Context: an optimization exercise on an open-source flow, tuned for small area. The choices shown serve that exercise and are no tape-out recipe. In this exercise RTL edits were held to simulation tests only and were not proved equivalent to the original. The flow treats the clock pin as an ideal source. Dropping or thinning the clock tree relies on that and would not hold on a real chip. Power and IR drop assume default switching activity.

Design atsc_dc_blocker, start of the top module:
module atsc_dc_blocker #(
    parameter int LOG2_LEN = 6,
    parameter int SR_CTRL  = 132
) (
    input  logic        ce_clk,
    input  logic        ce_rst,
    input  logic        set_stb,
    input  logic [7:0]  set_addr,
    input  logic [31:0] set_data,
    input  logic [31:0] in_tdata,
    input  logic        in_tlast,
    input  logic        in_tvalid,
    output logic        in_tready,
    output logic [31:0] out_tdata,
    output logic        out_tlast,
    output logic        out_tvalid,
    input  logic        out_tready
);
    localparam int N  = 1 << LOG2_LEN;
    localparam int SW = 16 + LOG2_LEN;
    localparam logic [7:0] CTRL_ADDR = 8'(SR_CTRL);
    localparam int KS = 14;   
    localparam int KD = 12;   
    function automatic logic [SW-1:0] csadd(input logic [SW-1:0] a, input logic [SW-1:0] b,
                                            input logic cin, input int K);
        logic c, h, run;
        logic [SW-1:0] r;
        c = cin;
        h = 1'b0;
        for (int k = 0; k < SW; k++) begin
            if (k == K) begin
                h = c;
  ...
For scale: ~2,600 cells after synthesis, roughly 2,100 flip-flops, roughly 110 I/O pins, about 0.068 mm2 of cells after synthesis.
clock: 8.0 ns
lec_check: 0
cap_margin: 0
core_margin: 2
core_utilization: 76
slew_margin: 0
standard.sh (not shown) runs the stock make flow with config.mk's settings and CLKGATE_MAP_FILE= SYNTH_SCRIPT=/design/flow/synth_recipe.tcl, a recipe that flattens the netlist after the stock synthesis.
==> flow/flow/run.sh <==
#!/bin/bash
# Layout flow: the standard flow (standard.sh) with two nets buffered by hand, through
# ORFS's step hooks (ORFS reads the hooks and settings below from the environment).
# - Clock: before ORFS's CTS step, flow/clock_tree.tcl (hook flow/cts_hook.tcl) clusters the
#   flip-flops by recursive bisection of their placement and drives each cluster from one
#   clock buffer at its centre; the leaf buffers are driven the same way by a balanced tree
#   whose top buffers the clock port drives, so every flip-flop is the same number of buffers
#   from the port. The two lowest levels are inverters, so the flip-flops see the clock's
#   own polarity. Buffers are sized to keep the flip-flop clock-pin slew low, and after
#   legalisation flow/cts_post_hook.tcl upsizes any that are still over the limit.
#   ORFS's clock_tree_synthesis call is skipped.
# - Sample-accept net (the enable of every window register): before ORFS's resize step,
#   flow/enable_tree.tcl (hook flow/resize_hook.tcl) replaces the buffers placement put on
#   it with a two-level tree over placement clusters.
# - Ports get one-unit buffers.
# standard.sh's output goes to standard.log; each ORFS step keeps its own log under orfs/logs.
set -e
HERE=$(cd "$(dirname "${BASH_SOURCE[0]}")" && pwd)
export PRE_CTS_TCL="$HERE/cts_hook.tcl"
export POST_CTS_TCL="$HERE/cts_post_hook.tcl"
export CT_LEVELS="sky130_fd_sc_hd__inv_8:24:70 sky130_fd_sc_hd__inv_16:8 sky130_fd_sc_hd__clkbuf_16:6 sky130_fd_sc_hd__clkbuf_16:4"
export CT_ROOT_MAX=4
export CT_SLEW_LEAF=0.116
export CT_SLEW_MID=0.100
export CT_FIX_LEAF=0.118
export CT_FIX_MID=0.130
export PRE_RESIZE_TCL="$HERE/resize_hook.tcl"
export DT_LEVELS="sky130_fd_sc_hd__buf_6:200 sky130_fd_sc_hd__buf_8:40"
export BUFFER_PORTS_ARGS="-buffer_cell sky130_fd_sc_hd__buf_1"
bash standard.sh > standard.log 2>&1
==> flow/flow/cts_post_hook.tcl <==
for {set round 0} {$round < 4} {incr round} {
  estimate_parasitics -placement
  if {[ct_fix] == 0} { break }
  detailed_placement
  check_placement -verbose
}
estimate_parasitics -placement
set mx 0
foreach pin [all_registers -clock_pins -edge_triggered] {
  set s [get_property $pin slew_max]
  if {$s > $mx} { set mx $s }
}
puts "clock tree: largest flip-flop clock-pin slew after CTS $mx"
Other scripts of this flow, unchanged in this note and not shown: flow/flow/clock_tree.tcl, flow/flow/cts_hook.tcl, flow/flow/enable_tree.tcl, flow/flow/resize_hook.tcl
Then changed:
--- a/flow/flow/run.sh
+++ b/flow/flow/run.sh
@@ -20,3 +20,3 @@
 export POST_CTS_TCL="$HERE/cts_post_hook.tcl"
-export CT_LEVELS="sky130_fd_sc_hd__inv_8:24:70 sky130_fd_sc_hd__inv_16:8 sky130_fd_sc_hd__clkbuf_16:6 sky130_fd_sc_hd__clkbuf_16:4"
+export CT_LEVELS="sky130_fd_sc_hd__inv_8:24:70 sky130_fd_sc_hd__inv_12:6 sky130_fd_sc_hd__clkbuf_16:6 sky130_fd_sc_hd__clkbuf_16:4"
 export CT_ROOT_MAX=4
==> flow/flow/cts_post_hook.tcl (replaced) <==
# POST_CTS_TCL hook for ORFS's cts.tcl: after legalisation, upsize any clock buffer whose
# loads' slew is over limit (ct_fix in clock_tree.tcl), then legalise again.
estimate_parasitics -placement
if {[ct_fix] > 0} {
  detailed_placement
  check_placement -verbose
  estimate_parasitics -placement
}
set mx 0
foreach pin [all_registers -clock_pins -edge_triggered] {
  set s [get_property $pin slew_max]
  if {$s > $mx} { set mx $s }
}
puts "clock tree: largest flip-flop clock-pin slew after CTS $mx"
- CORE_UTILIZATION: 76 -> 70
What happened: The changed run ran to the end with no violations; hold slack gets better by 0.0094 ns; setup slack got worse by 0.11 ns; final cell count went up by 2.9%.
Then changed:
--- a/flow/flow/run.sh
+++ b/flow/flow/run.sh
@@ -20,3 +20,3 @@
 export POST_CTS_TCL="$HERE/cts_post_hook.tcl"
-export CT_LEVELS="sky130_fd_sc_hd__inv_8:24:70 sky130_fd_sc_hd__inv_12:6 sky130_fd_sc_hd__clkbuf_16:6 sky130_fd_sc_hd__clkbuf_16:4"
+export CT_LEVELS="sky130_fd_sc_hd__inv_8:24:70 sky130_fd_sc_hd__inv_16:8 sky130_fd_sc_hd__clkbuf_16:6 sky130_fd_sc_hd__clkbuf_16:4"
 export CT_ROOT_MAX=4
==> flow/flow/cts_post_hook.tcl (replaced) <==
for {set round 0} {$round < 4} {incr round} {
  estimate_parasitics -placement
  if {[ct_fix] == 0} { break }
  detailed_placement
  check_placement -verbose
}
estimate_parasitics -placement
set mx 0
foreach pin [all_registers -clock_pins -edge_triggered] {
  set s [get_property $pin slew_max]
  if {$s > $mx} { set mx $s }
}
puts "clock tree: largest flip-flop clock-pin slew after CTS $mx"
The new run produced a clean layout.
Design area stays flat.
Setup slack improved by 0.083 ns.
Total power falls by 0.43%.
Clock power falls by about 2%.
Die area is unchanged.
Critical path depth rises by 1.
Sequential cell count stays the same.
Hold slack stays flat.
Synthesized cell count is unchanged.
Sequential share of layout area is about the same.
Then changed:
- CORE_UTILIZATION: 70 -> 73
Outcome: Worst setup slack improves by 0.055 ns; maximum frequency rises by 0.74%; via count falls by 0.91%; clock skew rises by 0.020 ns; synthesized area stays the same; worst hold slack degrades by 0.025 ns; total power falls by 0.39%.
No run of this note takes its clock network from TritonCTS; it comes from the design's own scripts or RTL.

==> afterwards: timing with drivers on the ports <==
The flow's constraints put no driver on any port. The routed layouts listed below were extracted and timed again, unchanged, in two steps.
Step 1, drivers: a clkbuf_16 drives ce_clk and a buf_2 each remaining input, both assumed.
Step 2 moves the port delays by t, midway between the first and last clock arrival at a register: inputs arrive t later, outputs are due t later. That takes back most of the time a late clock gives input paths.
Slacks: ideal ports / drivers / drivers and shift; pairs: ideal ports / drivers.
run	shift t [ns]	setup slack, ns	worst slew at a driven data input, ns
the first run	0.591	0.438 / 0.528 / -0.062	0.08
the second run	0.619	0.333 / 0.332 / -0.120	0.07
the third run	0.614	0.416 / 0.452 / -0.092	0.07
the fourth run	0.595	0.471 / 0.471 / -0.016	0.10
With both steps, setup timing fails in every run listed, where it was met with ideal ports. For the third run, which loses most, drivers alone change the setup slack by +0.036 ns; drivers and shift together by -0.508 ns.
